Source: an optimization exercise on an open RTL-to-GDS flow (aim: small area, a short achievable clock period and few clock cycles per item). Production flows keep margins and buffers that such runs may drop.
At most, simulation tests tie the RTL to the original design; equivalence was not proved.
Power and IR drop assume default switching activity.

// colourTop
module colourTop (
	input logic CLOCK_50_I,
	input logic resetn,
	input logic [3:0] paddr,
	input logic psel,
	input logic penable,
	input logic pwrite,
	input logic [31:0] pwdata,
	output logic [31:0] prdata,
	output logic pready,
	output logic pslverr,
	output logic memRdEn,
	output colourPkg::addr_t memRdAddr,
	input colourPkg::word_t memRdData,
	output logic memWrEn,
	output colourPkg::addr_t memWrAddr,
	output colourPkg::word_t memWrData
);
Size: about 2300 cells after synthesis, about 460 flip-flops, about 150 I/O pins, ~25000 um2 of cells after synthesis.
make LEC_CHECK=0 CAP_MARGIN=20 CORE_MARGIN=2 CORE_UTILIZATION=40 PLACE_DENSITY=0.6 SETUP_SLACK_MARGIN=5.0 SLEW_MARGIN=20 finish   # period 9.0 ns
run.sh (not shown) runs the stock make flow with config.mk's settings and CLKGATE_MAP_FILE= SYNTH_SCRIPT=/design/flow/synth_recipe.tcl, a recipe that flattens the netlist after the stock synthesis.
The baseline passed the timing, DRC and antenna checks.
Testbench counts at the start, summed over its fixed seeds: cycles 921,712, frames 8.
Rerun with:
- SETUP_SLACK_MARGIN: 5.0 -> 4.8
Outcome: The new run ran to the end with no violations. Non-clock buffer count went down by 14. Synthesized area is unchanged. Combinational power went down by a few percent. Sequential cell count stays the same. Clock-buffer cell count went down by 3. Register-to-register slack got worse by 0.04 ns. Hold slack is about the same. Die area is unchanged. Worst setup slack got worse by 0.054 ns. Total power went down slightly.
Rerun with:
- CTS_BUF_LIST: default -> sky130_fd_sc_hd__clkbuf_8
- CTS_CLUSTER_SIZE: default -> 25
After rerunning: The changed run passed the timing, DRC and antenna checks. Cell area is about the same. Sequential cell count stays the same. Fmax stays flat. Via count rises by 0.77%.


colourTop, a different RTL version from the one above (not shown whole).
Size in the first run: about 2500 cells after synthesis, roughly 490 flip-flops, ~150 I/O pins.
export LEC_CHECK = 0
export CAP_MARGIN = 20
export CORE_MARGIN = 2
export CORE_UTILIZATION = 40
export CTS_CLUSTER_DIAMETER = 80
export CTS_CLUSTER_SIZE = 28
export PLACE_DENSITY = 0.6
export SETUP_SLACK_MARGIN = 5.0
export SLEW_MARGIN = 20
create_clock -name core_clock -period 9.0 [get_ports {CLOCK_50_I}]
standard.sh (not shown) runs the stock make flow with config.mk's settings and CLKGATE_MAP_FILE= SYNTH_SCRIPT=/design/flow/synth_recipe.tcl, a recipe that flattens the netlist after the stock synthesis.
==> flow/flow/run.sh <==
#!/bin/bash
set -e
bash standard.sh finish SETUP_SLACK_MARGIN=5.9 > standard.log 2>&1
The starting point produced a clean layout.
==> next run, changes <==
==> flow/run.sh (new file) <==
#!/bin/bash
# synth_recipe.tcl (not shown) runs the flow's synth.tcl, then flattens the netlist and writes it again
# the make line also repeats each setting of config.mk as NAME=value (left out here)
make -C /OpenROAD-flow-scripts/flow DESIGN_CONFIG=/design/flow/config.mk WORK_HOME=/design/flow/orfs CLKGATE_MAP_FILE= SYNTH_SCRIPT=/design/flow/synth_recipe.tcl finish
removed: flow/flow/run.sh
removed: flow/standard.sh
=>
- The new run went through all stages and came out clean
- fmax decreases by roughly a tenth
- cell count drops by a few percent
- setup slack loses 470 ps
==> next run, changes <==
==> flow/flow/run.sh (new file) <==
#!/bin/bash
set -e
bash standard.sh finish SETUP_SLACK_MARGIN=5.75 > standard.log 2>&1
==> flow/standard.sh (new file) <==
#!/bin/bash
# synth_recipe.tcl (not shown) runs the flow's synth.tcl, then flattens the netlist and writes it again
# the make line also repeats each setting of config.mk as NAME=value (left out here)
make -C /OpenROAD-flow-scripts/flow DESIGN_CONFIG=/design/flow/config.mk WORK_HOME=/design/flow/orfs CLKGATE_MAP_FILE= SYNTH_SCRIPT=/design/flow/synth_recipe.tcl "${@:-finish}"
removed: flow/run.sh
After rerunning:
- The new run completed without violations
- design area goes up by about 4%
- clock power goes up by about 7%
- flip-flop and latch count is unchanged
- cell count goes up by about 1.8%
- setup slack gets better by 530 ps
- combinational power goes up by 11%
- synthesized cell count stays the same
- hold slack stays flat
- critical path depth goes down by 2
- die area stays the same
==> next run, changes <==
==> flow/flow/run.sh (replaced) <==
#!/bin/bash
set -e
bash standard.sh finish SETUP_SLACK_MARGIN=5.45 > standard.log 2>&1
Result: The changed run completed with no timing, DRC or antenna violations. Wire length fell by 2.6%. Critical path depth does not change. Die area does not change. Worst hold slack got worse by 5.5 ps. Non-clock buffer count fell by 41.
No run of this note included a check of the RTL's function; only the layout flow was run.

-- re-timing with driven ports --
How much do the figures lean on ideal ports? The routed layouts below were timed once more, with nothing changed but the port constraints.
Step 1 (the two cells are an assumption about what drives the block):
set clk [get_ports {CLOCK_50_I}]
set_driving_cell -lib_cell sky130_fd_sc_hd__clkbuf_16 $clk
set_driving_cell -lib_cell sky130_fd_sc_hd__buf_2 [delete_from_list [all_inputs] $clk]
Step 2 moves the port delays by t, midway between the first and last clock arrival at a register: inputs arrive t later, outputs are due t later. That takes back most of the time a late clock gives input paths.
Slacks: ideal ports / drivers / drivers and shift; pairs: ideal ports / drivers.
run	t, ns	setup WS [ns]	latest minus earliest clock arrival (ns)
the first run of note 1	0.641	5.016 / 5.016 / 4.890	0.019 / 0.018
the second run of note 1	0.634	4.962 / 4.909 / 4.892	0.020 / 0.020
the third run of note 1	0.686	4.972 / 4.972 / 4.926	0.029 / 0.029
the first run of note 2	0.680	5.602 / 5.602 / 5.277	0.048 / 0.048
the second run of note 2	0.673	5.135 / 5.135 / 4.827	0.024 / 0.024
the third run of note 2	0.657	5.667 / 5.667 / 5.298	0.031 / 0.030
the fourth run of note 2	0.666	5.498 / 5.498 / 4.937	0.052 / 0.052
After both steps setup and hold are still met in every run listed. The setup slack of the fourth run of note 2, which loses most, moves by 0.000 ns with the drivers and by -0.561 ns with both steps.
